This is an optimization exercise on Yosys and OpenROAD, whose aim is small area and a short achievable clock period, not a production implementation.
No functional check of the RTL was part of any run shown here.
Power figures rest on the tool's default switching activity, not on a simulated workload.

==> design/flow/design.v <==
package mips_pkg;
  localparam int WORD_W     = 32;
  localparam int REG_ADDR_W = 5;
  localparam int PC_W       = 30;   
  localparam logic [REG_ADDR_W-1:0] LINK_REG = 5'd31;
  typedef enum logic [5:0] {
    OP_RTYPE  = 6'b000000,
    OP_REGIMM = 6'b000001,   
    OP_J      = 6'b000010,
    OP_JAL    = 6'b000011,
    OP_BEQ    = 6'b000100,
    OP_BNE    = 6'b000101,
    OP_BLEZ   = 6'b000110,
    OP_BGTZ   = 6'b000111,
    OP_ADDI   = 6'b001000,
    OP_ADDIU  = 6'b001001,
    OP_SLTI   = 6'b001010,
    OP_SLTIU  = 6'b001011,
    OP_ANDI   = 6'b001100,
    OP_ORI    = 6'b001101,
    OP_XORI   = 6'b001110,
    OP_LUI    = 6'b001111
  } opcode_e;
  typedef enum logic [5:0] {
    FN_SLL  = 6'b000000,
    FN_SRL  = 6'b000010,
    FN_SRA  = 6'b000011,
    FN_SLLV = 6'b000100,
    FN_SRLV = 6'b000110,
    FN_SRAV = 6'b000111,
    FN_JR   = 6'b001000,
    FN_JALR = 6'b001001,
    FN_ADD  = 6'b100000,
    FN_ADDU = 6'b100001,
    FN_SUB  = 6'b100010,
    FN_SUBU = 6'b100011,
    FN_AND  = 6'b100100,
    FN_OR   = 6'b100101,
    FN_XOR  = 6'b100110,
    FN_NOR  = 6'b100111,
    FN_SLT  = 6'b101010,
    FN_SLTU = 6'b101011
  } func_e;
  typedef enum logic [3:0] {
    ALU_ADD, ALU_SUB, ALU_SLL, ALU_SRL, ALU_SRA, ALU_AND,
    ALU_OR, ALU_XOR, ALU_NOR, ALU_SLT, ALU_SLTU, ALU_LUI
  } alu_mode_e;
  typedef enum logic [3:0] {
    BR_NONE, BR_BEQ, BR_BNE, BR_BLEZ, BR_BGTZ, BR_BLTZ,
    BR_BGEZ, BR_J, BR_JAL, BR_JR, BR_JALR
  } branch_e;
  typedef enum logic [3:0] {
    EXC_RI = 4'd10,
    EXC_OV = 4'd12
  } excode_e;
endpackage
`timescale 1ns/1ns
import mips_pkg::*;
module mips_field_decode
(
  input  logic [WORD_W-1:0]     instr,
  output logic                  imm_op,      
  output logic                  imm_sext,    
  output logic                  sub,         
  output logic                  sh_var,      
  output logic                  sh_left,
  output logic                  sh_arith,
  output logic [1:0]            lop,         
  output logic                  sel_sum,
  output logic                  sel_logic,
  output logic                  sel_less,
  output logic                  less_uns,
  output logic                  sel_sll,
  output logic                  sel_sr,
  output logic                  sel_lui,
  output logic                  sel_link,
  output logic                  br_r,        
  output logic                  br_regimm,   
  output logic                  br_j,        
  output logic                  br_eq,       
  output logic                  br_lez,      
  output logic                  br_inv,      
  output logic                  br_target,   
  output logic                  tgt_jr,
  output logic                  tgt_j,
  output logic                  writes_reg,
  output logic [REG_ADDR_W-1:0] waddr,
  output logic                  checks_ov,
  output logic                  reserved
);
  logic [5:0] op;
  logic [5:0] fn;
  logic [4:0] f_rt;
  logic [4:0] f_rd;
  logic       op_lo0;    
  logic       r_t;       
  logic       i_t;       
  logic       jal;
  logic       fn_ok;
  logic       wr;
  assign op   = instr[31:26];
  assign fn   = instr[5:0];
  assign f_rt = instr[20:16];
  assign f_rd = instr[15:11];
  assign op_lo0 = (op[3:0] == 4'b0000);
  assign r_t    = op_lo0;
  assign i_t    = op[3];
  assign jal    = (op[3:0] == 4'b0011);
  always_comb
  begin
    case (fn)
      6'h00, 6'h02, 6'h03, 6'h04, 6'h06, 6'h07, 6'h08, 6'h09,
      6'h20, 6'h21, 6'h22, 6'h23, 6'h24, 6'h25, 6'h26, 6'h27,
      6'h2a, 6'h2b: fn_ok = 1'b1;
      default:      fn_ok = 1'b0;
    endcase
  end
  always_comb
  begin
    reserved = 1'b0;
    if (op[5:4] != 2'b00)
      reserved = 1'b1;
    else if (op[3:0] == 4'b0000)
      reserved = ~fn_ok;
    else if (op[3:0] == 4'b0001)
      reserved = (f_rt[4:1] != 4'b0000);
  end
  assign imm_op   = i_t;
  assign imm_sext = ~op[2];
  assign sub      = (r_t & fn[5] & fn[1] & ~fn[2]) | (i_t & ~op[2] & op[1]);
  assign sh_var   = fn[2];
  assign sh_left  = ~fn[1];
  assign sh_arith = fn[0];
  assign lop      = i_t ? op[1:0] : fn[1:0];
  assign sel_sum   = (r_t & fn[5] & ~fn[3] & ~fn[2]) | (i_t & ~op[2] & ~op[1]);
  assign sel_logic = (r_t & fn[5] & ~fn[3] & fn[2]) | (i_t & op[2] & ~(op[1] & op[0]));
  assign sel_less  = (r_t & fn[5] & fn[3]) | (i_t & ~op[2] & op[1]);
  assign less_uns  = i_t ? op[0] : fn[0];
  assign sel_sll   = r_t & ~fn[5] & ~fn[3] & ~fn[1];
  assign sel_sr    = r_t & ~fn[5] & ~fn[3] & fn[1];
  assign sel_lui   = i_t & (op[2:0] == 3'b111);
  assign sel_link  = (r_t & ~fn[5] & fn[3]) | jal;
  assign br_r      = r_t & ~fn[5] & fn[3];
  assign br_regimm = (op[3:0] == 4'b0001);
  assign br_j      = (op[3:1] == 3'b001);
  assign br_eq     = (op[3:1] == 3'b010);
  assign br_lez    = (op[3:1] == 3'b011);
  assign br_inv    = br_regimm ? f_rt[0] : op[0];
  assign br_target = (op[5:3] == 3'b000) &
                     ((op[2:0] == 3'b000) ? (fn[5:1] == 5'b00100) :
                      (op[2:0] == 3'b001) ? (f_rt[4:1] == 4'b0000) : 1'b1);
  assign tgt_jr    = ~op[2] & ~op[1] & ~op[0];
  assign tgt_j     = ~op[2] & op[1];
  assign wr         = (r_t & ~(~fn[5] & fn[3] & ~fn[0])) | i_t | jal;
  assign waddr      = op[3] ? f_rt : (f_rd | {5{op[0]}});
  assign writes_reg = wr & (waddr != 5'd0);
  assign checks_ov  = (r_t & fn[5] & ~fn[3] & ~fn[2] & ~fn[0]) |
                      (op[3] & ~op[2] & ~op[1] & ~op[0]);
endmodule
`timescale 1ns/1ns
import mips_pkg::*;
module mips_alu
#(
  parameter int ADDER = 0    
)
(
  input  logic [WORD_W-1:0] rs_data,
  input  logic [WORD_W-1:0] rt_data,
  input  logic [15:0]       imm,
  input  logic [4:0]        sa,
  input  logic              imm_op,
  input  logic              imm_sext,
  input  logic              sub,
  input  logic              sh_var,
  input  logic              sh_left,
  input  logic              sh_arith,
  input  logic [1:0]        lop,
  input  logic              sel_sum,
  input  logic              sel_logic,
  input  logic              sel_less,
  input  logic              less_uns,
  input  logic              sel_sll,
  input  logic              sel_sr,
  input  logic              sel_lui,
  output logic [WORD_W-1:0] result,
  output logic              overflow,
  output logic              equal
);
  localparam int N = WORD_W;
  logic [N-1:0] a;
  logic [N-1:0] b;
  logic [N-1:0] bx;
  logic [N-1:0] p;
  logic [N-1:0] g;
  logic [N:0]   c;       
  logic [N-1:0] sum;
  logic         less;
  logic [N-1:0] logic_r;
  assign a = rs_data;
  assign b = imm_op ? {{16{imm_sext & imm[15]}}, imm} : rt_data;
  assign bx = b ^ {N{sub}};
  assign p  = a ^ bx;
  assign g  = a & bx;
  logic [N-1:0] gc;
  mips_prefix #(.W(N), .ARCH(ADDER)) i_prefix (
    .g  ({g[N-1:1], g[0] | (p[0] & sub)}),
    .p  (p),
    .gc (gc)
  );
  assign c[N:1] = gc;
  assign c[0] = sub;
  assign sum  = p ^ c[N-1:0];
  assign overflow = c[N-1] ^ c[N];
  assign less  = less_uns ? ~c[N] : (p[N-1] ^ c[N]);
  assign equal = ~|p;
  logic lg_g;
  logic lg_p;
  logic lg_n;
  assign lg_g = sel_logic & ~lop[1];
  assign lg_p = sel_logic & (lop[1] ^ lop[0]);
  assign lg_n = sel_logic & lop[1] & lop[0];
  assign logic_r = ({N{lg_g}} & g) | ({N{lg_p}} & p) | ({N{lg_n}} & ~(p | g));
  logic [4:0]   shamt;
  logic [N-1:0] sh_in;
  logic [N-1:0] sh_out;
  logic         fill;
  assign shamt = sh_var ? rs_data[4:0] : sa;
  assign fill  = sh_arith & rt_data[N-1];
  always_comb
  begin
    for (int i = 0; i < N; i++)
      sh_in[i] = sh_left ? rt_data[N-1-i] : rt_data[i];
  end
  logic [N-1:0] s1, s2, s3, s4;
  assign s1     = shamt[4] ? {{16{fill}}, sh_in[N-1:16]} : sh_in;
  assign s2     = shamt[3] ? {{8{fill}},  s1[N-1:8]}     : s1;
  assign s3     = shamt[2] ? {{4{fill}},  s2[N-1:4]}     : s2;
  assign s4     = shamt[1] ? {{2{fill}},  s3[N-1:2]}     : s3;
  assign sh_out = shamt[0] ? {fill,       s4[N-1:1]}     : s4;
  logic [N-1:0] sh_rev;
  always_comb
  begin
    for (int i = 0; i < N; i++)
      sh_rev[i] = sh_out[N-1-i];
  end
  assign result = ({N{sel_sum}}   & sum)
                | logic_r
                | ({N{sel_less}}  & {{(N-1){1'b0}}, less})
                | ({N{sel_sll}}   & sh_rev)
                | ({N{sel_sr}}    & sh_out)
                | ({N{sel_lui}}   & {imm, 16'h0000});
endmodule
module mips_prefix
#(
  parameter int W    = 32,
  parameter int ARCH = 0    
)
(
  input  logic [W-1:0] g,
  input  logic [W-1:0] p,
  output logic [W-1:0] gc
);
  localparam int LG = $clog2(W);
  generate
    if (ARCH == 3)
    begin : g_rip
      logic [W-1:0] r;
      assign r[0] = g[0];
      for (genvar i = 1; i < W; i++)
      begin : g_bit
        assign r[i] = g[i] | (p[i] & r[i-1]);
      end
      assign gc = r;
    end
    else if (ARCH == 1)
    begin : g_bk
      logic [W-1:0] gu [0:LG];
      logic [W-1:0] pu [0:LG];
      logic [W-1:0] gd [0:LG];
      assign gu[0] = g;
      assign pu[0] = p;
      for (genvar l = 0; l < LG; l++)
      begin : g_up
        for (genvar i = 0; i < W; i++)
        begin : g_bit
          if (((i + 1) % (2 << l)) == 0)
          begin : g_op
            assign gu[l+1][i] = gu[l][i] | (pu[l][i] & gu[l][i - (1 << l)]);
            assign pu[l+1][i] = pu[l][i] & pu[l][i - (1 << l)];
          end
          else
          begin : g_cp
            assign gu[l+1][i] = gu[l][i];
            assign pu[l+1][i] = pu[l][i];
          end
        end
      end
      assign gd[0] = gu[LG];
      for (genvar k = 0; k < LG - 1; k++)
      begin : g_dn
        localparam int L = LG - 2 - k;
        for (genvar i = 0; i < W; i++)
        begin : g_bit
          if ((i >= (3 << L) - 1) && (((i + 1 - (1 << L)) % (2 << L)) == 0))
          begin : g_op
            assign gd[k+1][i] = gd[k][i] | (pu[LG][i] & gd[k][i - (1 << L)]);
          end
          else
          begin : g_cp
            assign gd[k+1][i] = gd[k][i];
          end
        end
      end
      assign gc = gd[LG-1];
    end
    else
    begin : g_log
      logic [W-1:0] gl [0:LG];
      logic [W-1:0] pl [0:LG];
      assign gl[0] = g;
      assign pl[0] = p;
      for (genvar l = 0; l < LG; l++)
      begin : g_lvl
        for (genvar i = 0; i < W; i++)
        begin : g_bit
          localparam int J = (ARCH == 0) ? ((i >> l) << l) - 1 : i - (1 << l);
          if ((ARCH == 0) ? (((i >> l) & 1) == 1) : (i >= (1 << l)))
          begin : g_op
            assign gl[l+1][i] = gl[l][i] | (pl[l][i] & gl[l][J]);
            assign pl[l+1][i] = pl[l][i] & pl[l][J];
          end
          else
          begin : g_cp
            assign gl[l+1][i] = gl[l][i];
            assign pl[l+1][i] = pl[l][i];
          end
        end
      end
      assign gc = gl[LG];
    end
  endgenerate
endmodule
`timescale 1ns/1ns
import mips_pkg::*;
module mips_branch_unit
#(
  parameter int ADDER = 1
)
(
  input  logic [WORD_W-1:0] rs_data,
  input  logic              equal,
  input  logic [15:0]       branch_offset,
  input  logic [25:0]       jump_index,
  input  logic [PC_W-1:0]   pc_crnt,
  input  logic [PC_W-1:0]   pc_next,
  input  logic              br_r,
  input  logic              br_regimm,
  input  logic              br_j,
  input  logic              br_eq,
  input  logic              br_lez,
  input  logic              br_inv,
  input  logic              br_target,
  input  logic              tgt_jr,
  input  logic              tgt_j,
  output logic              taken,
  output logic [PC_W-1:0]   pc_wdata    
);
  logic            rs_neg;
  logic            rs_zero;
  logic [PC_W-1:0] bta;
  logic [PC_W-1:0] target;
  assign rs_neg  = rs_data[WORD_W-1];
  assign rs_zero = ~|rs_data;
  assign taken = br_r | br_j
               | (br_regimm & (rs_neg ^ br_inv))
               | (br_eq     & (equal ^ br_inv))
               | (br_lez    & ((rs_neg | rs_zero) ^ br_inv));
  logic [16:0]      lo;
  logic             up_step;
  logic [PC_W-17:0] q;
  logic [PC_W-17:0] run;
  logic [15:0]      lg;
  logic [15:0]      lp;
  logic [15:0]      lc;
  assign lg = pc_next[15:0] & branch_offset;
  assign lp = pc_next[15:0] ^ branch_offset;
  mips_prefix #(.W(16), .ARCH(ADDER)) i_prefix (
    .g  (lg),
    .p  (lp),
    .gc (lc)
  );
  assign lo      = {lc[15], lp ^ {lc[14:0], 1'b0}};
  assign up_step = lo[16] ^ branch_offset[15];
  assign q       = pc_next[PC_W-1:16] ^ {(PC_W-16){branch_offset[15]}};
  mips_prefix #(.W(PC_W-16), .ARCH(0)) i_run (
    .g  ({{(PC_W-17){1'b0}}, up_step}),
    .p  ({q[PC_W-18:0], 1'b0}),
    .gc (run)
  );
  assign bta = {pc_next[PC_W-1:16] ^ run, lo[15:0]};
  assign target = tgt_jr ? rs_data[WORD_W-1:2]
                : tgt_j  ? {pc_crnt[PC_W-1:PC_W-4], jump_index}
                :          bta;
  assign pc_wdata = br_target ? target : PC_W'(32'h2000_0000);
endmodule
`timescale 1ns/1ns
import mips_pkg::*;
module mips_commit
#(
  parameter bit MERGE_EPC = 1'b1
)
(
  input  logic                  clk,
  input  logic                  rst_n,
  input  logic                  instr_valid,
  input  logic                  writes_reg,
  input  logic [REG_ADDR_W-1:0] waddr,
  input  logic                  checks_ov,
  input  logic                  reserved,
  input  logic                  link,        
  input  logic [WORD_W-1:0]     alu_result,
  input  logic                  overflow,
  input  logic                  taken,
  input  logic [PC_W-1:0]       pc_wdata,
  input  logic [PC_W-1:0]       pc_crnt,
  input  logic                  cause_bd,
  input  logic                  exl,
  output logic                  greg_wen,
  output logic [REG_ADDR_W-1:0] greg_waddr,
  output logic [WORD_W-1:0]     greg_wdata,
  output logic                  pcreg_wen,
  output logic [PC_W-1:0]       pcreg_wdata,
  output logic                  exception,
  output logic                  cause_wen,
  output logic [3:0]            cause_excode,
  output logic                  epc_wen,
  output logic [WORD_W-1:0]     epc_data
);
  logic            trap;    
  logic            exc;
  logic [PC_W-1:0] epc_word;
  logic [PC_W-1:0] zrun;
  logic            exc_q;
  logic            xwen_q;
  logic [2:1]      excode_q;
  assign trap = reserved | (checks_ov & overflow);
  assign exc  = instr_valid & trap;
  mips_prefix #(.W(PC_W), .ARCH(0)) i_zrun (
    .g  ({{(PC_W-1){1'b0}}, cause_bd & ~(link & ~reserved)}),
    .p  ({~pc_crnt[PC_W-2:0], 1'b0}),
    .gc (zrun)
  );
  assign epc_word = pc_crnt ^ zrun;
  always_ff @(posedge clk)
  begin
    if (!rst_n)
    begin
      greg_wen  <= 1'b0;
      pcreg_wen <= 1'b0;
      exc_q     <= 1'b0;
      xwen_q    <= 1'b0;
    end
    else
    begin
      greg_wen  <= instr_valid & writes_reg & ~trap;
      pcreg_wen <= instr_valid & (trap | taken);
      exc_q     <= exc;
      xwen_q    <= exc & ~exl;   
    end
  end
  assign exception = exc_q;
  assign cause_wen = xwen_q;
  assign epc_wen   = xwen_q;
  always_ff @(posedge clk)
  begin
    greg_waddr  <= waddr;
    pcreg_wdata <= pc_wdata;
    excode_q    <= {~reserved, reserved};
  end
  assign cause_excode = {1'b1, excode_q, 1'b0};
  generate
    if (MERGE_EPC)
    begin : g_merge
      logic [WORD_W-1:0] wdata_q;
      always_ff @(posedge clk)
        wdata_q <= (trap | link) ? {epc_word, 2'b00} : alu_result;
      assign greg_wdata = wdata_q;
      assign epc_data   = wdata_q;
    end
    else
    begin : g_split
      logic [WORD_W-1:0] wdata_q;
      logic [PC_W-1:0]   epc_q;
      always_ff @(posedge clk)
      begin
        wdata_q <= link ? {pc_crnt, 2'b00} : alu_result;
        epc_q   <= epc_word;
      end
      assign greg_wdata = wdata_q;
      assign epc_data   = {epc_q, 2'b00};
    end
  endgenerate
endmodule
`timescale 1ns/1ns
import mips_pkg::*;
module mips_exec_stage
#(
  parameter logic [31:0] EXCEPT_VEC = 32'h8000_0000
)
(
  input  logic                  clk,
  input  logic                  rst_n,
  input  logic                  instr_valid,
  input  logic [WORD_W-1:0]     instr,
  input  logic [WORD_W-1:0]     rs_data,
  input  logic [WORD_W-1:0]     rt_data,
  input  logic [PC_W-1:0]       pc_crnt,
  input  logic [PC_W-1:0]       pc_next,
  input  logic                  cause_bd,
  input  logic                  exl,
  output logic                  greg_wen,
  output logic [REG_ADDR_W-1:0] greg_waddr,
  output logic [WORD_W-1:0]     greg_wdata,
  output logic                  pcreg_wen,
  output logic [PC_W-1:0]       pcreg_wdata,
  output logic                  exception,
  output logic                  cause_wen,
  output logic [3:0]            cause_excode,
  output logic                  epc_wen,
  output logic [WORD_W-1:0]     epc_data
);
  logic                  imm_op;
  logic                  imm_sext;
  logic                  sub;
  logic                  sh_var;
  logic                  sh_left;
  logic                  sh_arith;
  logic [1:0]            lop;
  logic                  sel_sum;
  logic                  sel_logic;
  logic                  sel_less;
  logic                  less_uns;
  logic                  sel_sll;
  logic                  sel_sr;
  logic                  sel_lui;
  logic                  sel_link;
  logic                  br_r;
  logic                  br_regimm;
  logic                  br_j;
  logic                  br_eq;
  logic                  br_lez;
  logic                  br_inv;
  logic                  br_target;
  logic                  tgt_jr;
  logic                  tgt_j;
  logic                  writes_reg;
  logic [REG_ADDR_W-1:0] waddr;
  logic                  checks_ov;
  logic                  reserved;
  logic [WORD_W-1:0]     alu_result;
  logic                  overflow;
  logic                  equal;
  logic                  taken;
  logic [PC_W-1:0]       pc_wdata;
  mips_field_decode i_decode (
    .instr      (instr),
    .imm_op     (imm_op),
    .imm_sext   (imm_sext),
    .sub        (sub),
    .sh_var     (sh_var),
    .sh_left    (sh_left),
    .sh_arith   (sh_arith),
    .lop        (lop),
    .sel_sum    (sel_sum),
    .sel_logic  (sel_logic),
    .sel_less   (sel_less),
    .less_uns   (less_uns),
    .sel_sll    (sel_sll),
    .sel_sr     (sel_sr),
    .sel_lui    (sel_lui),
    .sel_link   (sel_link),
    .br_r       (br_r),
    .br_regimm  (br_regimm),
    .br_j       (br_j),
    .br_eq      (br_eq),
    .br_lez     (br_lez),
    .br_inv     (br_inv),
    .br_target  (br_target),
    .tgt_jr     (tgt_jr),
    .tgt_j      (tgt_j),
    .writes_reg (writes_reg),
    .waddr      (waddr),
    .checks_ov  (checks_ov),
    .reserved   (reserved)
  );
  mips_alu i_alu (
    .rs_data   (rs_data),
    .rt_data   (rt_data),
    .imm       (instr[15:0]),
    .sa        (instr[10:6]),
    .imm_op    (imm_op),
    .imm_sext  (imm_sext),
    .sub       (sub),
    .sh_var    (sh_var),
    .sh_left   (sh_left),
    .sh_arith  (sh_arith),
    .lop       (lop),
    .sel_sum   (sel_sum),
    .sel_logic (sel_logic),
    .sel_less  (sel_less),
    .less_uns  (less_uns),
    .sel_sll   (sel_sll),
    .sel_sr    (sel_sr),
    .sel_lui   (sel_lui),
    .result    (alu_result),
    .overflow  (overflow),
    .equal     (equal)
  );
  mips_branch_unit i_branch (
    .rs_data       (rs_data),
    .equal         (equal),
    .branch_offset (instr[15:0]),
    .jump_index    (instr[25:0]),   
    .pc_crnt       (pc_crnt),
    .pc_next       (pc_next),
    .br_r          (br_r),
    .br_regimm     (br_regimm),
    .br_j          (br_j),
    .br_eq         (br_eq),
    .br_lez        (br_lez),
    .br_inv        (br_inv),
    .br_target     (br_target),
    .tgt_jr        (tgt_jr),
    .tgt_j         (tgt_j),
    .taken         (taken),
    .pc_wdata      (pc_wdata)
  );
  mips_commit i_commit (
    .clk          (clk),
    .rst_n        (rst_n),
    .instr_valid  (instr_valid),
    .writes_reg   (writes_reg),
    .waddr        (waddr),
    .checks_ov    (checks_ov),
    .reserved     (reserved),
    .link         (sel_link),
    .alu_result   (alu_result),
    .overflow     (overflow),
    .taken        (taken),
    .pc_wdata     (pc_wdata),
    .pc_crnt      (pc_crnt),
    .cause_bd     (cause_bd),
    .exl          (exl),
    .greg_wen     (greg_wen),
    .greg_waddr   (greg_waddr),
    .greg_wdata   (greg_wdata),
    .pcreg_wen    (pcreg_wen),
    .pcreg_wdata  (pcreg_wdata),
    .exception    (exception),
    .cause_wen    (cause_wen),
    .cause_excode (cause_excode),
    .epc_wen      (epc_wen),
    .epc_data     (epc_data)
  );
endmodule
==> design/flow/run.sh <==
#!/bin/bash
# synth_recipe.tcl (not shown) runs the flow's synth.tcl, then flattens the netlist and writes it again
# the make line also repeats each setting of config.mk as NAME=value (left out here)
make -C /OpenROAD-flow-scripts/flow DESIGN_CONFIG=/design/flow/config.mk WORK_HOME=/design/flow/orfs CLKGATE_MAP_FILE= SYNTH_SCRIPT=/design/flow/synth_recipe.tcl finish
==> design/flow/config.mk <==
export PLATFORM = sky130hd
export DESIGN_NAME = mips_exec_stage
export DESIGN_NICKNAME = mips_exec_stage
export VERILOG_FILES = /design/flow/design.v
export SDC_FILE = /design/flow/constraint.sdc
export NUM_CORES = 4
export LEC_CHECK = 0
export CAP_MARGIN = 20
export CORE_MARGIN = 2
export CORE_UTILIZATION = 25
export SLEW_MARGIN = 20
==> design/flow/constraint.sdc <==
create_clock -name core_clock -period 8.0 [get_ports {clk}]
set_input_delay 1.6000 -clock core_clock [delete_from_list [all_inputs] [get_ports {clk}]]
set_output_delay 1.6000 -clock core_clock [all_outputs]
set_load 0.01 [all_outputs]
==> run summary, run 1 <==
result of the run: complete, no violations
Worst Max-Slew Pin Slew: 1.14 ns
EDFF count, synth: 0
synthesized cell area: 10800 um2
count of endpoints failing setup in the final report: 0
Top FF cell, synth: dfxtp_1
overflow left after global routing: 0
maximum number of pins on one net before global-route repair: 39
number of library cell types mapped by synthesis: 85
leading cell types by total area after synthesis: dfxtp_1 (14%), ha_1 (9.7%), mux2i_1 (8.9%), o21ai_0 (4.1%), xor2_1 (4.1%)
Antenna Nets Post-Route: 0
post-CTS clock slew at the launch and capture registers of the worst setup and hold paths: 0.06 ns
syn avg cell area: 7.58 um2
count of non-filler cells in the finished layout: 2199
most common cell in the netlist: nand2_1
Synth Warn #: 16
total nets after synthesis: 1684
placed instance count: 2184
Die Outline Area: 44900 um2
overall die height: 212 um
maximum frequency from static timing analysis: 0.150 GHz
number of max-cap violations: 0
placer congestion estimate: 1.02
PortBufs: 266
leakage: 5.71 nW
routed length per placed instance: 24.1 um
detail-routed via count per cell: 5.49
Arr. time, crit path: 6.90 ns
total global-route track usage: 0.232
# nets final: 1868
initial antenna violation count: 1
sum of negative setup slack: 0 ns
number of remaining DRC errors: 0
clock buffer count from CTS: 9
Hold WC Path Type: in -> reg
Final Cycle Share: 0.834
top fanout value on the critical path: 24
setup repair after global routing missed its margin: false
relative slew slack: 0.237
clk buf depth: 2
Worst Path Required: 8.24 ns
initial standard-cell utilization of the core: 0.252
Post CTS Setup Buffer Count: 0
cell type contributing the most total cell area after synthesis: dfxtp_1
total of hold buffers inserted after clock tree synthesis: 0
number of antenna diodes: 0
CTS tree: built
clk sink count: 73
area fraction of the dominant cell type after synthesis: 0.135
Async SR Flop Fraction: 0
number of global-route vias before repair: 11492
category of the worst setup path capture point: register
PostCTS Resize Cnt: 0
synthesized netlist cell count: 1426
vias post-DR: 12066
list of most frequent post-synthesis cells: nand2_1 (116), nor2_1 (114), mux2i_1 (96)
synth-to-layout area growth: 31.1%
Critical Path Start Type: input pin
share of post-route cells with drive strength above 1: 0.0743
number of optimization iterations in the first detailed-route pass: 6
wire length after detailed routing: 53.1 mm
worst vdd ir: 0.0865 mV
final number of max-transition violations: 0
H-tree depth: 3
horizontal extent of the die: 212 um
half-perimeter wire length after placement: 43.5 mm
sequential-to-total area share from yosys stat: 0.135
number of synthesized register bits: 73
global-route wire length before repair: 76.7 mm
ports placed on the boundary: 269
power per unit of standard cell area: 135 nW/um2
total power of the final layout: 0.00191 W
Fin. Hold Viols: 0
std cell rows: 76
DRC violation total after the first TritonRoute iteration: 1242
root buf cell: clkbuf_16
startpoint-to-endpoint class of the critical path: in -> reg
final critical path time including I/O delays and setup: 6.67 ns
hold slack: 1.80 ns
core region area: 42900 um2
[flip-flops by register name, summed over array words and instances (netlist names)]
signal / count
i_commit.exc_q: 1
i_commit.excode_q: 2
i_commit.g_merge.wdata_q: 32
i_commit.greg_waddr: 5
i_commit.greg_wen: 1
i_commit.pcreg_wdata: 30
i_commit.pcreg_wen: 1
i_commit.xwen_q: 1
[report_power, final]
part	leakage, nW	internal (W)	switching, W
Sequential	0.605	0.000390	0.0000160
Clock	0.169	0.000311	0.000170
Combinational	4.94	0.000421	0.000602
Total	5.71	0.00112	0.000788
[critical path, cell delays in order]
cell and delay (ns):
clkdlybuf4s50_1 0.72, or3_1 0.21, buf_4 0.31, nor3_2 0.13
o21ai_1 0.17, a21oi_1 0.09, nor3b_1 0.28, nor3_1 0.15
a21boi_0 0.59, ha_1 0.31, nor3b_2 0.28, nand4b_1 0.20
nor4_2 0.41, and3_1 0.31, nand2_1 0.12, nor3_1 0.23
nand2b_1 0.17, nor3_1 0.24, xor2_1 0.10, mux2_2 0.27
[placed cells by master, fill, tap and decap left out, drive strengths merged, types with 21 or more instances in the layout]
cell type | Yosys | layout
nand2 | 116 | 116
buf | 76 | 34
dfxtp | 73 | 73
ha | 84 | 84
xor2 | 50 | 50
o21ai | 96 | 96
nor4 | 21 | 21
nor2 | 114 | 114
mux2i | 98 | 98
a22oi | 33 | 33
xnor2 | 32 | 32
a211oi | 35 | 35
nor3 | 35 | 35
mux2 | 33 | 33
a21oi | 87 | 87
inv | 86 | 86
clkdlybuf4s50 | 0 | 264
a21o | 25 | 25
[per-stage QoR]
stage / setup slack (ns) / utilization / instance area, um2
after detailed placement: 1.03 / 0.322 / 13800
after global placement: 1.13 / 0.322 / 13800
after CTS: 1.38 / 0.330 / 14200
final: 1.33 / 0.330 / 14200
after global routing: 0.888 / 0.330 / 14200
after floorplan: 2.10 / - / 10800
[cell type report]
type	count	area [um2]
Timing Repair Buffer	298	2910
Tap cell	585	732
Fill cell	4524	28700
Clock buffer	10	239
Clock inverter	5	104
Multi-Input combinational cell	1142	8410
Sequential cell	73	1460
Inverter	86	323
[kinds of logic (layout without fill, tap and decap cells)]
| kind of cell | Yosys count | count (layout) | share of synthesized area |
|---|---|---|---|
| AOI/OAI and AO/OA | 439 | 439 | 0.278 |
| xor gates and xnor gates | 82 | 82 | 0.0664 |
| adders and majority gates | 97 | 97 | 0.121 |
| buffers and inverters | 211 | 399 | 0.0931 |
| DFF | 73 | 73 | 0.135 |
| muxes | 135 | 135 | 0.135 |
| other | 2 | 2 | 0.000695 |
| and+or+nand+nor | 387 | 387 | 0.170 |
[path summary, 6_finish.rpt]
check / start / end / slack, ns / cells past startpoint
max: instr[27] / i_commit.g_merge.wdata_q[31] / 1.33 / 20
min: exl / i_commit.xwen_q / 1.80 / 2
[layer usage]
| metal | wire, um | track usage | up-vias | share of wire |
|---|---|---|---|---|
| met5 | 0 | 0 | - | 0 |
| met4 | 1940 | 0.0903 | 0 | 0.037 |
| met3 | 4170 | 0.0406 | 85 | 0.079 |
| met2 | 24300 | 0.375 | 609 | 0.46 |
| met1 | 22600 | 0.307 | 5818 | 0.43 |
| li1 | - | - | 5554 | - |
==> run 2, diff against run 1 <==
--- a/design/flow/config.mk
+++ b/design/flow/config.mk
@@ -5,6 +5,7 @@
 export SDC_FILE = /design/flow/constraint.sdc
 export NUM_CORES = 4
 export LEC_CHECK = 0
+export ABC_AREA = 1
 export CAP_MARGIN = 20
 export CORE_MARGIN = 2
 export CORE_UTILIZATION = 25
==> run 2 against run 1 <==
  * Sequential share of layout area decreased by 0.65 points
  * Sequential power barely moved
  * Final area grew 6.7%
  * Via count up 22%
  * Largest cell class unchanged
  * Critical endpoint is now i_commit.g_merge.wdata_q[22]
==> run summary, run 2 <==
overall die height: 223 um (+5.4%)
number of max-cap violations: 0 (unchanged)
hold slack: 1.79 ns (-0.0151 ns)
Top FF cell, synth: dfxtp_1
detail-routed via count per cell: 5.10 (-7.1%)
cell type contributing the most total cell area after synthesis: nand2_1
synthesized cell area: 12000 um2 (+11%)
Largest Register: i_commit.g_merge.wdata_q
Post CTS Setup Buffer Count: 0 (unchanged)
wire length after detailed routing: 56.3 mm (+6.1%)
origin of the worst min-delay path: exl
total nets after synthesis: 2357 (+40%)
initial antenna violation count: 5 (+4)
core region area: 47600 um2 (+11%)
H-tree depth: 3 (unchanged)
sequential-to-total area share from yosys stat: 0.122 (-0.0136)
DRC violation total after the first TritonRoute iteration: 1568 (+26%)
startpoint-to-endpoint class of the critical path: in -> reg
area of combinational cells with multiple inputs: 8780 um2 (+4.4%)
ports placed on the boundary: 269 (unchanged)
Synth Warn #: 16 (unchanged)
final number of max-transition violations: 0 (unchanged)
initial standard-cell utilization of the core: 0.252 (+0.000292)
horizontal extent of the die: 223 um (+5.4%)
synth-to-layout area growth: 25.8%
leakage: 7.25 nW (+27%)
total of hold buffers inserted after clock tree synthesis: 0 (unchanged)
largest registers: i_commit.g_merge.wdata_q (32), i_commit.pcreg_wdata (30), i_commit.greg_waddr (5)
Arr. time, crit path: 6.68 ns (-0.22 ns)
area fraction of the dominant cell type after synthesis: 0.194 (+0.0590)
list of most frequent post-synthesis cells: nand2_1 (622), nand3_1 (342), inv_1 (240)
Final Cycle Share: 0.799 (-0.0351)
power per unit of standard cell area: 126 nW/um2 (-6.2%)
most common cell in the netlist: nand2_1
CTS tree: built
clk buf depth: 2 (unchanged)
most common cell after layout, fill and taps aside: nand2_1
std cell rows: 80 (+5.3%)
post-CTS clock slew at the launch and capture registers of the worst setup and hold paths: 0.06 ns (about the same)
flip-flop count of the largest register after layout: 32 (unchanged)
overflow left after global routing: 0 (unchanged)
number of optimization iterations in the first detailed-route pass: 6 (unchanged)
relative slew slack: 0.249 (+0.0121)
top fanout value on the critical path: 33 (+38%)
maximum number of pins on one net before global-route repair: 58 (+49%)
Hold WC Path Type: in -> reg
number of remaining DRC errors: 0 (unchanged)
# nets final: 2521 (+35%)
synthesized netlist cell count: 2099 (+47%)
category of the worst setup path capture point: register
most frequent cells in the layout: nand2_1 (622), nand3_1 (342), clkdlybuf4s50_1 (264)
leading cell types by total area after synthesis: nand2_1 (19%), nand3_1 (14%), dfxtp_1 (12%), ha_1 (8.7%), inv_1 (7.5%)
number of synthesized register bits: 73 (unchanged)
placer congestion estimate: 0.997 (-1.8%)
routed length per placed instance: 19.5 um (-19%)
PostCTS Resize Cnt: 0 (unchanged)
number of library cell types mapped by synthesis: 54 (-36%)
filler cell count: 5319 (+18%)
Fin. Hold Viols: 0 (unchanged)
vias post-DR: 14716 (+22%)
Critical Path Start Type: input pin
core occupancy in the finished layout: 0.317 (-0.0130)
clock buffer count from CTS: 9 (unchanged)
number of global-route vias before repair: 13640 (+19%)
Worst Max-Slew Pin Slew: 1.12 ns (-0.0179 ns)
total global-route track usage: 0.218 (-0.0140)
setup repair after global routing missed its margin: false
total power of the final layout: 0.00191 W (+0.14%)
global-route wire length before repair: 82.4 mm (+7.4%)
root buf cell: clkbuf_16
hold worst-path end: i_commit.xwen_q
worst vdd ir: 0.0970 mV (+12%)
WHS Path Cells: 2 (unchanged)
sum of negative setup slack: 0 ns (unchanged)
count of endpoints failing setup in the final report: 0 (unchanged)
Async SR Flop Fraction: 0 (unchanged)
EDFF count, synth: 0 (unchanged)
syn avg cell area: 5.73 um2 (-24%)
share of post-route cells with drive strength above 1: 0.0459 (-0.0285)
Worst Path Required: 8.29 ns (+0.05 ns)
Seq. cell area: 1460 um2 (unchanged)
final critical path time including I/O delays and setup: 6.39 ns (-0.281 ns)
clk sink count: 73 (unchanged)
Die Outline Area: 49900 um2 (+11%)
PortBufs: 266 (unchanged)
maximum frequency from static timing analysis: 0.157 GHz (+4.4%)
result of the run: complete, no violations
Antenna Nets Post-Route: 0 (unchanged)
half-perimeter wire length after placement: 46.0 mm (+5.8%)
==> run 2: cell types whose count changed in the layout (fill, tap and decap cells not counted), moves of 18 or more <==
cell     change
nand4_1     +45
mux2i_1     -93
mux2_2      -31
nor2_1      +27
a21o_1      -24
inv_1      +154
nand2_1    +506
a22oi_1     -29
nand3_1    +322
nor3_1      -18
==> run 2: power breakdown <==
part / internal (W) / switching, W
Clock: 0.000322 / 0.000165
Combinational: 0.000382 / 0.000640
Sequential: 0.000389 / 0.0000154
Total: 0.00109 / 0.000820
==> run 2: cell type report <==
class	instances	area share
Antenna cell	3	0.000496
Clock buffer	12	0.0170
Sequential cell	73	0.0966
Multi-Input combinational cell	1636	0.581
Tap cell	615	0.0509
Timing Repair Buffer	280	0.182
Inverter	263	0.0656
Clock inverter	4	0.00653
==> run 2: worst max-delay path by stage <==
| stage | from | endpoint | slack, ns | depth (start not counted) |
|---|---|---|---|---|
| 6_report | instr[28] | i_commit.g_merge.wdata_q[22] | 1.61 | 25 |
| 3_5_place_dp | instr[28] | i_commit.g_merge.wdata_q[22] | 1.33 | 25 |
| 3_3_place_gp | instr[28] | i_commit.g_merge.wdata_q[17] | 1.55 | 25 |
| 5_1_grt | instr[28] | i_commit.g_merge.wdata_q[8] | 1.16 | 25 |
| 4_1_cts | instr[28] | i_commit.g_merge.wdata_q[22] | 1.68 | 25 |
| 2_1_floorplan | instr[28] | i_commit.g_merge.wdata_q[17] | 3.16 | 23 |
==> run 2: metal layers <==
layer | part of all wire | up-vias | GRT usage
met2 | 0.45 | 707 | 0.350
li1 | - | 7128 | -
met4 | 0.043 | 2 | 0.101
met3 | 0.082 | 105 | 0.0419
met5 | 0.00023 | - | 0
met1 | 0.42 | 6774 | 0.282
==> run 2: logic make-up (layout without fill, tap and decap cells) <==
| kind of cell | after synthesis | after routing | share of synthesized area |
|---|---|---|---|
| simple gates | 1224 | 1224 | 0.450 |
| buf+inv | 390 | 559 | 0.149 |
| compound gates | 248 | 248 | 0.122 |
| fa+ha+maj | 97 | 97 | 0.109 |
| flops | 73 | 73 | 0.122 |
| xor+xnor | 65 | 65 | 0.0473 |
| other cells | 2 | 5 | 0.000625 |
==> run 2: per-stage QoR <==
step	cell area [um2]	worst slack, ns	std cells
floorplan	12000	3.16	2099
global placement	14800	1.55	2867
detailed placement	14800	1.33	2867
CTS	15100	1.68	2883
global route	15100	1.16	2885
finish	15100	1.61	2886
==> run 2: worst max-delay path, stage by stage <==
cell	delay, ns
clkdlybuf4s50_1	0.59
nor2_4	0.19
nand2_2	0.30
nor2_4	0.24
nand3_1	0.11
nand2_1	0.10
buf_4	0.24
buf_4	0.43
xor2_1	0.24
ha_1	0.33
nand2_1	0.11
nand2_1	0.09
nand3_1	0.08
nand2_1	0.07
a21oi_1	0.16
nand2_2	0.27
nand2_1	0.18
nand2_2	0.07
inv_1	0.05
nand2_1	0.06
nand3_2	0.10
nand3_4	0.31
inv_2	0.51
nand2_1	0.12
nand2_1	0.08
==> run 3, diff against run 2 <==
==> design/flow/flow/run.sh (new file) <==
#!/bin/bash
set -e
echo "export BUFFER_PORTS_ARGS = -buffer_cell sky130_fd_sc_hd__buf_1" >> config.mk
export BUFFER_PORTS_ARGS="-buffer_cell sky130_fd_sc_hd__buf_1"
bash standard.sh > standard.log 2>&1
==> design/flow/standard.sh (new file) <==
#!/bin/bash
# synth_recipe.tcl (not shown) runs the flow's synth.tcl, then flattens the netlist and writes it again
# the make line also repeats each setting of config.mk as NAME=value (left out here)
make -C /OpenROAD-flow-scripts/flow DESIGN_CONFIG=/design/flow/config.mk WORK_HOME=/design/flow/orfs CLKGATE_MAP_FILE= SYNTH_SCRIPT=/design/flow/synth_recipe.tcl "${@:-finish}"
--- a/design/flow/config.mk
+++ b/design/flow/config.mk
@@ -5,8 +5,8 @@
 export SDC_FILE = /design/flow/constraint.sdc
 export NUM_CORES = 4
 export LEC_CHECK = 0
-export ABC_AREA = 1
 export CAP_MARGIN = 20
 export CORE_MARGIN = 2
 export CORE_UTILIZATION = 25
 export SLEW_MARGIN = 20
+export BUFFER_PORTS_ARGS = -buffer_cell sky130_fd_sc_hd__buf_1
removed: design/flow/run.sh
==> run 3 against run 2 <==
  * Critical endpoint is now i_commit.g_merge.wdata_q[27]
  * Critical path type unchanged
  * Highest routed layer unchanged
  * Routed wire length is 7.2% lower
  * Via count is 17% lower
  * Die area is 9.9% lower
  * Combinational power is about 10% lower
  * Clock power is 3% higher
  * First-iteration DRC count is 26% lower
  * Critical path depth is 7 lower
==> run summary, run 3 <==
overall die height: 212 um (-5.1%)
GR Layer Usage met2: 0.373 (+0.0232)
number of remaining DRC errors: 0 (unchanged)
share of the synthesized area in compound gates (AO/OA/AOI/OAI): 0.278 (+0.156)
Die Outline Area: 44900 um2 (-9.9%)
post-synthesis mux area share: 0.135 (+0.135)
number of max-cap violations: 0 (unchanged)
largest registers: i_commit.g_merge.wdata_q (32), i_commit.pcreg_wdata (30), i_commit.greg_waddr (5)
wire length after detailed routing: 52.2 mm (-7.2%)
Arr. time, crit path: 6.82 ns (+0.14 ns)
power per unit of standard cell area: 146 nW/um2 (+15%)
PortBufs: 266 (unchanged)
synthesized netlist cell count: 1426 (-32%)
detail-routed via count per cell: 5.52 (+8.2%)
critical path's largest stage delay: 0.86 ns (+0.27 ns)
std cell rows: 76 (-5.0%)
relative slew slack: 0.250 (+0.00103)
number of library cell types mapped by synthesis: 85 (+57%)
cell type contributing the most total cell area after synthesis: dfxtp_1
core occupancy in the finished layout: 0.293 (-0.0249)
Worst Max-Slew Pin Slew: 1.12 ns (-0.00259 ns)
cell count along the critical path: 18 (-28%)
Crit path buffers/inverters: 3 (-2)
most common cell in the netlist: nand2_1
EDFF count, synth: 0 (unchanged)
Top FF cell, synth: dfxtp_1
clock buffer count from CTS: 9 (unchanged)
vias post-DR: 12145 (-17%)
final number of max-transition violations: 0 (unchanged)
dominant combinational cell family by area after synthesis: compound AO/OA/AOI/OAI gates
M3 GR Usage: 0.0432 (+0.00129)
syn avg cell area: 7.58 um2 (+32%)
overflow left after global routing: 0 (unchanged)
crit-path cells: buf_1, or3_1, nor4b_2, a22oi_2, xor2_1, inv_1, ha_1, a211oi_1, o21ai_1, and4_1, o211ai_2, a211oi_2, o221ai_2, a21oi_2, o211ai_4, buf_4, a211oi_1, a21oi_1
number of optimization iterations in the first detailed-route pass: 7 (+1)
sum of negative setup slack: 0 ns (unchanged)
list of most frequent post-synthesis cells: nand2_1 (116), nor2_1 (114), mux2i_1 (96)
PostCTS Resize Cnt: 0 (unchanged)
Post CTS Setup Buffer Count: 0 (unchanged)
total global-route track usage: 0.227 (+0.00875)
placer congestion estimate: 0.978 (-1.9%)
number of antenna diodes: 0 (-3)
Worst Path Required: 8.28 ns (about the same)
worst setup path startpoint: instr[27]
Post-Synth Simple-Gate Area: 0.170 (-0.280)
CTS tree: built
Critical Path Start Type: input pin
DRC violation total after the first TritonRoute iteration: 1156 (-26%)
result of the run: complete, no violations
flip-flop count of the largest register after layout: 32 (unchanged)
horizontal extent of the die: 212 um (-5.1%)
Synth Warn #: 16 (unchanged)
most common cell after layout, fill and taps aside: buf_1
clk buf depth: 2 (unchanged)
leakage: 5.03 nW (-31%)
layer with the highest usage after global routing: met2
setup repair after global routing missed its margin: false
Fin. Hold Viols: 0 (unchanged)
initial standard-cell utilization of the core: 0.252 (-0.000292)
total nets after synthesis: 1684 (-29%)
top fanout value on the critical path: 39 (+18%)
worst vdd ir: 0.103 mV (+5.9%)
synthesized cell area: 10800 um2 (-10%)
maximum frequency from static timing analysis: 0.153 GHz (-2.3%)
Largest Register: i_commit.g_merge.wdata_q
startpoint-to-endpoint class of the critical path: in -> reg
met1 usage: 0.293 (+0.0104)
Synth Area in Adders: 0.121 (+0.0122)
total of hold buffers inserted after clock tree synthesis: 0 (unchanged)
Final Cycle Share: 0.817 (+0.0187)
sequential-to-total area share from yosys stat: 0.135 (+0.0136)
# nets final: 1870 (-26%)
category of the worst setup path capture point: register
worst-path cell with the longest stage delay: o211ai_4
synth-to-layout area growth: 16.1%
final critical path time including I/O delays and setup: 6.54 ns (+0.150 ns)
global-route wire length before repair: 74.9 mm (-9.1%)
routed length per placed instance: 23.7 um (+22%)
H-tree depth: 3 (unchanged)
leading cell types by total area after synthesis: dfxtp_1 (14%), ha_1 (9.7%), mux2i_1 (8.9%), o21ai_0 (4.1%), xor2_1 (4.1%)
clk sink count: 73 (unchanged)
number of synthesized register bits: 73 (unchanged)
share of post-route cells with drive strength above 1: 0.0767 (+0.0309)
Hold WC Path Type: in -> reg
most frequent cells in the layout: buf_1 (263), nand2_1 (116), nor2_1 (113)
initial antenna violation count: 0 (-5)
root buf cell: clkbuf_16
core region area: 42900 um2 (-10%)
post-CTS clock slew at the launch and capture registers of the worst setup and hold paths: 0.06 ns (about the same)
maximum number of pins on one net before global-route repair: 42 (-28%)
ports placed on the boundary: 269 (unchanged)
share of the synthesized netlist area taken by xor and xnor gates: 0.0664 (+0.0191)
Async SR Flop Fraction: 0 (unchanged)
worst setup path endpoint: i_commit.g_merge.wdata_q[27]
count of endpoints failing setup in the final report: 0 (unchanged)
number of global-route vias before repair: 11466 (-16%)
Antenna Nets Post-Route: 0 (unchanged)
crit-path leading delay family: compound AO/OA/AOI/OAI gates
half-perimeter wire length after placement: 43.0 mm (-6.7%)
area fraction of the dominant cell type after synthesis: 0.135 (-0.0590)
cell repeated most along the worst path: a211oi_1
-- run 3: power breakdown --
| part | internal [W] | switching (W) |
|---|---|---|
| sequential | 0.000390 | 0.0000158 |
| combinational | 0.000318 | 0.000600 |
| clock | 0.000335 | 0.000167 |
-- run 3: per-stage QoR --
step | hold slack, ns | instances | setup slack [ns] | power, W | cell area (um2)
floorplan | 1.68 | 1426 | 2.10 | 0.000997 | 10800
global placement | 1.77 | 2186 | 1.33 | 0.00131 | 12200
detailed placement | 1.78 | 2186 | 1.22 | 0.00131 | 12200
CTS | 1.40 | 2201 | 1.57 | 0.00182 | 12500
global route | 1.41 | 2201 | 1.08 | 0.00192 | 12500
finish | 1.41 | 2201 | 1.46 | 0.00183 | 12500
-- run 3: cells by family (layout without fill, tap and decap cells) --
logic type / count (synthesis) / count (layout)
AOI/OAI and AO/OA: 439 / 439
DFF: 73 / 73
other: 2 / 2
buffers and inverters: 211 / 401
and+or+nand+nor: 387 / 387
xor gates and xnor gates: 82 / 82
muxes: 135 / 135
adders and majority gates: 97 / 97
-- run 3: area by class of cell --
type                            instances  area [um2]
Fill cell                            4687       30300
Multi-Input combinational cell       1142        8400
Sequential cell                        73        1460
Timing Repair Buffer                  300        1270
Tap cell                              585         732
Inverter                               86         323
Clock buffer                           10         229
Clock inverter                          5         129
-- run 3: worst min-delay path by stage --
stage	from	endpoint	slack (ns)	cells past startpoint
global placement	exl	i_commit.xwen_q	1.77	2
floorplan	exl	i_commit.xwen_q	1.68	1
global route	exl	i_commit.xwen_q	1.41	2
detailed placement	exl	i_commit.xwen_q	1.78	2
CTS	exl	i_commit.xwen_q	1.40	2
finish	exl	i_commit.xwen_q	1.41	2
-- run 3: metal layers --
metal,wire (um),up-vias
met2,24400,580
met1,21600,5911
met4,1720,2
met5,86,-
li1,-,5581
met3,4400,71
==> run 4, diff against run 3 <==
--- a/design/flow/config.mk
+++ b/design/flow/config.mk
@@ -8,5 +8,6 @@
 export CAP_MARGIN = 20
 export CORE_MARGIN = 2
 export CORE_UTILIZATION = 25
+export SETUP_SLACK_MARGIN = 2.5
 export SLEW_MARGIN = 20
 export BUFFER_PORTS_ARGS = -buffer_cell sky130_fd_sc_hd__buf_1
==> run 4 against run 3 <==
  * Area after synthesis unchanged
  * Routed wire length decreased by 0.44%
  * Clock power decreased by 6.6%
  * Via count up 2.3%
  * Power up 3.7%
  * Cell count up 2.1%
  * Still clean
  * Sequential cell count did not move
  * Largest cell class unchanged
==> run summary, run 4 <==
result of the run: complete, no violations
combinational fraction of design power: 0.539 (+0.036)
Largest Register: i_commit.g_merge.wdata_q
global-route wire length before repair: 75.1 mm (+0.30%)
clock buffer count from CTS: 9 (unchanged)
number of global-route vias before repair: 11763 (+2.6%)
worst vdd ir: 0.0967 mV (-5.8%)
Synth Warn #: 16 (unchanged)
initial standard-cell utilization of the core: 0.252 (unchanged)
synthesized netlist cell count: 1426 (unchanged)
largest registers: i_commit.g_merge.wdata_q (32), i_commit.pcreg_wdata (30), i_commit.greg_waddr (5)
root buf cell: clkbuf_16
detail-routed via count per cell: 5.53 (+0.18%)
fraction of power consumed by the clock network: 0.248 (-0.027)
switching power of the nets: 0.000821 W (+4.9%)
synth-to-layout area growth: 25.9%
leakage: 5.36 nW (+6.6%)
wire length after detailed routing: 52.0 mm (-0.44%)
H-tree depth: 3 (unchanged)
sequential-to-total area share from yosys stat: 0.135 (unchanged)
power per unit of standard cell area: 139 nW/um2 (-4.4%)
routed length per placed instance: 23.1 um (-2.5%)
Top FF cell, synth: dfxtp_1
setup repair after global routing missed its margin: true
clk buf depth: 2 (unchanged)
post-CTS clock slew at the launch and capture registers of the worst setup and hold paths: 0.06 ns (about the same)
total power of the final layout: 0.00189 W (+3.7%)
initial antenna violation count: 0 (unchanged)
CTS tree: built
cell type contributing the most total cell area after synthesis: dfxtp_1
# nets final: 1916 (+2.5%)
number of antenna diodes: 0 (unchanged)
half-perimeter wire length after placement: 41.3 mm (-3.7%)
Arr. time, crit path: 5.68 ns (-1.14 ns)
most common cell in the netlist: nand2_1
clk sink count: 73 (unchanged)
proportion of total power due to net switching: 0.433 (+0.00471)
area fraction of the dominant cell type after synthesis: 0.135 (unchanged)
Worst Max-Slew Pin Slew: 1.09 ns (-0.0274 ns)
count of endpoints failing setup in the final report: 0 (unchanged)
EDFF count, synth: 0 (unchanged)
synthesized cell area: 10800 um2 (unchanged)
overflow left after global routing: 0 (unchanged)
DRC violation total after the first TritonRoute iteration: 1359 (+18%)
share of post-route cells with drive strength above 1: 0.151 (+0.0743)
list of most frequent post-synthesis cells: nand2_1 (116), nor2_1 (114), mux2i_1 (96)
sum of negative setup slack: 0 ns (unchanged)
PortBufs: 266 (unchanged)
number of remaining DRC errors: 0 (unchanged)
total global-route track usage: 0.225 (-0.00141)
Worst Path Required: 8.24 ns (-0.04 ns)
maximum frequency from static timing analysis: 0.184 GHz (+20%)
final number of max-transition violations: 0 (unchanged)
category of the worst setup path capture point: register
filler cell count: 4575 (-2.4%)
number of optimization iterations in the first detailed-route pass: 7 (unchanged)
number of library cell types mapped by synthesis: 85 (unchanged)
hold slack: 1.41 ns (-0.00422 ns)
internal power: 0.00107 W (+2.9%)
total nets after synthesis: 1684 (unchanged)
horizontal extent of the die: 212 um (unchanged)
core region area: 42900 um2 (unchanged)
number of max-cap violations: 0 (unchanged)
number of synthesized register bits: 73 (unchanged)
overall die height: 212 um (unchanged)
sequential share of power: 0.213 (-0.009)
placer congestion estimate: 1.01 (+3.7%)
flip-flop count of the largest register after layout: 32 (unchanged)
most frequent cells in the layout: buf_1 (260), nand2_1 (115), nor2_1 (112)
top fanout value on the critical path: 8 (-79%)
Fin. Hold Viols: 0 (unchanged)
area of combinational cells with multiple inputs: 9080 um2 (+8.0%)
maximum number of pins on one net before global-route repair: 37 (-12%)
relative slew slack: 0.268 (+0.0183)
Hold WC Path Type: in -> reg
startpoint-to-endpoint class of the critical path: in -> reg
Antenna Nets Post-Route: 0 (unchanged)
Critical Path Start Type: input pin
final critical path time including I/O delays and setup: 5.44 ns (-1.10 ns)
std cell rows: 76 (unchanged)
syn avg cell area: 7.58 um2 (unchanged)
total of hold buffers inserted after clock tree synthesis: 0 (unchanged)
leading cell types by total area after synthesis: dfxtp_1 (14%), ha_1 (9.7%), mux2i_1 (8.9%), o21ai_0 (4.1%), xor2_1 (4.1%)
Async SR Flop Fraction: 0 (unchanged)
ports placed on the boundary: 269 (unchanged)
Die Outline Area: 44900 um2 (unchanged)
Final Cycle Share: 0.680 (-0.137)
vias post-DR: 12421 (+2.3%)
Seq. cell area: 1460 um2 (unchanged)
most common cell after layout, fill and taps aside: buf_1
## run 4: power by group through the flow
stage | Clock, W | Sequential (W) | Combinational [W]
after detailed placement | 0 | 0.000414 | 0.000904
after global placement | 0 | 0.000413 | 0.000901
after CTS | 0.000483 | 0.000406 | 0.000972
after global routing | 0.000497 | 0.000408 | 0.00109
after floorplan | 0 | 0.000422 | 0.000595
final | 0.000469 | 0.000404 | 0.00102
## run 4: layout make-up
type                            count  share of cell area
Clock buffer                       10              0.0168
Clock inverter                      5             0.00772
Inverter                           86              0.0240
Multi-Input combinational cell   1145               0.667
Sequential cell                    73               0.107
Tap cell                          585              0.0538
Timing Repair Buffer              343               0.124
## run 4: worst max-delay path, stage by stage
cell	delay, ns
buf_6	0.09
buf_6	0.11
or3_4	0.35
nor4b_4	0.25
a22oi_2	0.11
buf_12	0.18
buf_12	0.16
xor2_4	0.18
inv_2	0.09
ha_4	0.21
a21oi_2	0.13
nand2_1	0.07
a221o_1	0.43
o211ai_4	0.25
a211oi_4	0.10
o221ai_4	0.24
a21oi_4	0.11
buf_6	0.15
o211ai_4	0.35
buf_6	0.18
mux2_4	0.30
## run 4: layer usage
metal  track usage  share of wire  vias to the layer above  wire (um)
met1         0.293           0.42                     5981      21700
li1              -              -                     5661          -
met2         0.350           0.44                      657      22800
met4         0.124          0.056                        0       2890
met5             0              0                        -          0
met3        0.0430          0.086                      122       4490
## run 4: path summary, 6_finish.rpt
path	from	to	slack, ns	cells past startpoint
min	exl	i_commit.xwen_q	1.41	2
max	instr[26]	i_commit.g_merge.wdata_q[19]	2.56	21
## run 4: cells by family (layout without fill, tap and decap cells)
family,Yosys count,in the layout,synth area share
AO/OA/AOI/OAI,439,442,0.278
AND/OR/NAND/NOR,387,387,0.170
buffers and inverters,211,444,0.0931
multiplexers,135,135,0.135
adder cells (fa/ha/maj),97,97,0.121
XOR/XNOR,82,82,0.0664
flip-flops,73,73,0.135
other,2,2,0.000695
## run 4: metrics by stage
stage	area (um2)	std cells	setup slack (ns)	utilization
finish	13600	2247	2.56	0.317
global route	13600	2247	2.46	0.317
CTS	13300	2236	2.49	0.311
detailed placement	12400	2192	1.16	0.289
global placement	12400	2192	1.31	0.289
floorplan	11100	1426	2.50	-
## run 4: repair_timing
| item | in CTS | in global routing |
|---|---|---|
| endpoints found under the hold margin | 0 | 0 |
| setup buffers | 27 | 9 |
| pin swaps | 25 | 24 |
| endpoints found under the setup margin | 36 | 36 |
| gates cloned | 2 | 1 |
| resized for setup | 61 | 42 |
==> run 5, diff against run 4 <==
--- a/design/flow/config.mk
+++ b/design/flow/config.mk
@@ -8,6 +8,6 @@
 export CAP_MARGIN = 20
 export CORE_MARGIN = 2
 export CORE_UTILIZATION = 25
-export SETUP_SLACK_MARGIN = 2.5
+export SETUP_SLACK_MARGIN = 4
 export SLEW_MARGIN = 20
 export BUFFER_PORTS_ARGS = -buffer_cell sky130_fd_sc_hd__buf_1
==> run 5 against run 4 <==
  * Still clean on timing, DRC and antenna
  * Sequential share of layout area is 0.67 points lower
  * Area after synthesis stayed put
  * Power is 2.6% higher
  * Clock-buffer cell count stayed put
  * Hold slack worse by 0.0043 ns
  * Largest cell class unchanged
==> run summary, run 5 <==
hold worst-path end: i_commit.xwen_q
total nets after synthesis: 1684 (unchanged)
number of library cell types mapped by synthesis: 85 (unchanged)
root buf cell: clkbuf_16
global-route wire length before repair: 74.4 mm (-0.88%)
vias post-DR: 12539 (+0.95%)
Largest Register: i_commit.g_merge.wdata_q
relative slew slack: 0.286 (+0.0176)
setup repair after global routing missed its margin: true
number of optimization iterations in the first detailed-route pass: 5 (-2)
synth-to-layout area growth: 34.3%
initial standard-cell utilization of the core: 0.252 (unchanged)
ports placed on the boundary: 269 (unchanged)
critical path's largest stage delay: 0.41 ns (-0.02 ns)
overall die height: 212 um (unchanged)
clk sink count: 73 (unchanged)
WHS Path Cells: 2 (unchanged)
category of the worst setup path capture point: register
final critical path time including I/O delays and setup: 5.47 ns (+0.0340 ns)
CTS tree: built
Synth Area in Adders: 0.121 (unchanged)
maximum number of pins on one net before global-route repair: 41 (+11%)
EDFF count, synth: 0 (unchanged)
initial antenna violation count: 1 (+1)
area fraction of the dominant cell type after synthesis: 0.135 (unchanged)
half-perimeter wire length after placement: 40.6 mm (-1.7%)
post-synthesis mux area share: 0.135 (unchanged)
number of synthesized register bits: 73 (unchanged)
core region area: 42900 um2 (unchanged)
placer congestion estimate: 1.01 (about the same)
number of antenna diodes: 0 (unchanged)
post-CTS clock slew at the launch and capture registers of the worst setup and hold paths: 0.06 ns (about the same)
total of hold buffers inserted after clock tree synthesis: 0 (unchanged)
Hold WC Path Type: in -> reg
sequential-to-total area share from yosys stat: 0.135 (unchanged)
flip-flop count of the largest register after layout: 32 (unchanged)
synthesized netlist cell count: 1426 (unchanged)
wire length on met1: 21.6 mm (-0.83%)
Final Cycle Share: 0.684 (+0.00425)
largest registers: i_commit.g_merge.wdata_q (32), i_commit.pcreg_wdata (30), i_commit.greg_waddr (5)
number of global-route vias before repair: 11501 (-2.2%)
most common cell after layout, fill and taps aside: buf_1
list of most frequent post-synthesis cells: nand2_1 (116), nor2_1 (114), mux2i_1 (96)
DRC violation total after the first TritonRoute iteration: 1333 (-1.9%)
worst vdd ir: 0.120 mV (+24%)
leakage: 5.68 nW (+6.0%)
routed length per placed instance: 23.2 um (+0.33%)
overflow left after global routing: 0 (unchanged)
share of the synthesized netlist area taken by xor and xnor gates: 0.0664 (unchanged)
cell type contributing the most total cell area after synthesis: dfxtp_1
Final WS setup: 2.53 ns (-0.0340 ns)
clock buffer count from CTS: 9 (unchanged)
setup slack at placement: 1.05 ns (-0.102 ns)
filler cell count: 4561 (-0.31%)
sum of negative setup slack: 0 ns (unchanged)
most frequent cells in the layout: buf_1 (253), nor2_1 (110), nand2_1 (108)
H-tree depth: 3 (unchanged)
clk buf depth: 2 (unchanged)
Worst Path Required: 8.24 ns (about the same)
origin of the worst min-delay path: exl
Top FF cell, synth: dfxtp_1
total global-route track usage: 0.224 (-0.00182)
crit-path cells: buf_12, or3_4, nor4b_4, a22oi_2, buf_4, buf_12, xor2_4, fa_2, a211oi_4, o21ai_2, and4_4, nor2_4, o31a_1, fa_2, nor3_2, a221o_1, a221oi_4, o21ai_1, a211oi_2, a21oi_1
Async SR Flop Fraction: 0 (unchanged)
share of the synthesized area in compound gates (AO/OA/AOI/OAI): 0.278 (unchanged)
count of endpoints failing setup in the final report: 0 (unchanged)
wire length after detailed routing: 52.6 mm (+1.1%)
topmost layer with routed signal wires: met5
synthesized cell area: 10800 um2 (unchanged)
hold slack: 1.40 ns (-0.00435 ns)
number of remaining DRC errors: 0 (unchanged)
std cell rows: 76 (unchanged)
maximum frequency from static timing analysis: 0.183 GHz (-0.62%)
detail-routed via count per cell: 5.54 (+0.15%)
PortBufs: 266 (unchanged)
result of the run: complete, no violations
dominant combinational cell family by area after synthesis: compound AO/OA/AOI/OAI gates
syn avg cell area: 7.58 um2 (unchanged)
Antenna Nets Post-Route: 0 (unchanged)
horizontal extent of the die: 212 um (unchanged)
final number of max-transition violations: 0 (unchanged)
Die Outline Area: 44900 um2 (unchanged)
power per unit of standard cell area: 134 nW/um2 (-3.7%)
total length of routed met3 wires: 4.50 mm (+0.20%)
Fin. Hold Viols: 0 (unchanged)
share of post-route cells with drive strength above 1: 0.205 (+0.0543)
# nets final: 1934 (+0.94%)
number of max-cap violations: 0 (unchanged)
most common cell in the netlist: nand2_1
Arr. time, crit path: 5.71 ns (+0.03 ns)
top fanout value on the critical path: 5 (-3)
Worst Max-Slew Pin Slew: 1.07 ns (-0.0264 ns)
leading cell types by total area after synthesis: dfxtp_1 (14%), ha_1 (9.7%), mux2i_1 (8.9%), o21ai_0 (4.1%), xor2_1 (4.1%)
met2 WL post-DR: 24.1 mm (+5.6%)
startpoint-to-endpoint class of the critical path: in -> reg
worst-path cell with the longest stage delay: or3_4
Synth Warn #: 16 (unchanged)
Critical Path Start Type: input pin
Post-Synth Simple-Gate Area: 0.170 (unchanged)
-- run 5: cell types whose count changed in the layout (fill, tap and decap cells not counted), moves of 5 or more --
cell	delta
buf_1	-7
a21oi_1	-12
fa_2	+5
buf_6	+9
o21ai_2	+8
nand2_1	-7
nand2_2	+6
a21oi_2	+12
a211oi_4	+10
buf_12	+10
fa_1	-5
o21ai_0	-10
a211oi_1	-7
-- run 5: logic make-up after synthesis --
group	count (synthesis)
compound gates	439
simple gates	387
buf+inv	211
mux	135
fa+ha+maj	97
xor+xnor	82
flops	73
other cells	2
-- run 5: where the power goes --
group	internal, W	leakage, nW	switching, W
registers	0.000390	0.605	0.0000135
logic	0.000425	4.93	0.000676
clock network	0.000271	0.149	0.000170
total	0.00109	5.68	0.000859
-- run 5: final cells by class --
cell class | instances | area (um2) | share of cell area
clock buffers | 10 | 229 | 0.0158
clock inverters | 5 | 81.3 | 0.00560
inverters | 86 | 330 | 0.0228
multi-input cells | 1143 | 9520 | 0.656
flip-flops and latches | 73 | 1460 | 0.101
well taps | 585 | 732 | 0.0504
repair buffers | 363 | 2170 | 0.149
-- run 5: metal layers --
layer	vias to the layer above	GRT usage
li1	5694	-
met1	6068	0.290
met2	670	0.357
met3	105	0.0387
met4	2	0.109
met5	-	0
-- run 5: per-stage QoR --
stage / power, W / util / area (um2) / instances
after CTS: 0.00188 / 0.326 / 14000 / 2247
after global placement: 0.00131 / 0.289 / 12400 / 2183
final: 0.00194 / 0.339 / 14500 / 2265
after global routing: 0.00204 / 0.339 / 14500 / 2265
after detailed placement: 0.00131 / 0.289 / 12400 / 2183
after floorplan: 0.00102 / - / 11200 / 1426
-- run 5: critical path, delay by kind of cell --
kind            cells  cell delay [ns]
compound gates      9             1.70
xor+xnor            1             0.19
fa+ha+maj           2             0.63
buf+inv             3             0.43
simple gates        5             1.13
-- run 5: worst max-delay path by stage --
stage	from	to	slack, ns	cells past startpoint
floorplan	instr[28]	i_commit.g_merge.wdata_q[19]	2.50	20
global placement	instr[26]	i_commit.g_merge.wdata_q[31]	1.11	20
global route	instr[26]	i_commit.g_merge.wdata_q[18]	2.40	19
detailed placement	instr[26]	i_commit.g_merge.wdata_q[31]	1.05	20
CTS	instr[26]	i_commit.g_merge.wdata_q[18]	2.56	20
finish	instr[26]	i_commit.g_merge.wdata_q[17]	2.53	20
-- run 5: what timing repair did --
item / in CTS / in global routing
endpoints found under the setup margin: 57 / 57
resized for setup: 145 / 86
pin swaps: 40 / 46
hold endpoints to repair: 0 / 0
gates cloned: 8 / 2
setup buffers: 41 / 15

afterwards: timing with drivers on the ports:
No port has a modelled driver above. Below, the same layouts with a new extraction and two added sets of constraints. Step 1 assumes that a clkbuf_16 drives the clock port and a buf_2 every other input. Step 2 also shifts input and output timing later by t, the mid clock arrival at the registers, as if the neighbouring blocks saw the same clock. Three values: no drivers, after step 1, after step 2; two values: the first two.
run	t (ns)	setup WS [ns]	clock arrival spread, ns
run 1	0.402	1.331 / 1.335 / 0.933	0.018 / 0.018
run 2	0.401	1.612 / 1.610 / 1.209	0.015 / 0.015
run 3	0.409	1.462 / 1.485 / 1.076	0.012 / 0.011
run 4	0.399	2.562 / 2.572 / 2.173	0.010 / 0.010
run 5	0.403	2.528 / 2.521 / 2.118	0.013 / 0.013
After both steps setup and hold are still met in every run listed. For run 5, which loses most, drivers alone change the setup slack by -0.007 ns; drivers and shift together by -0.410 ns.
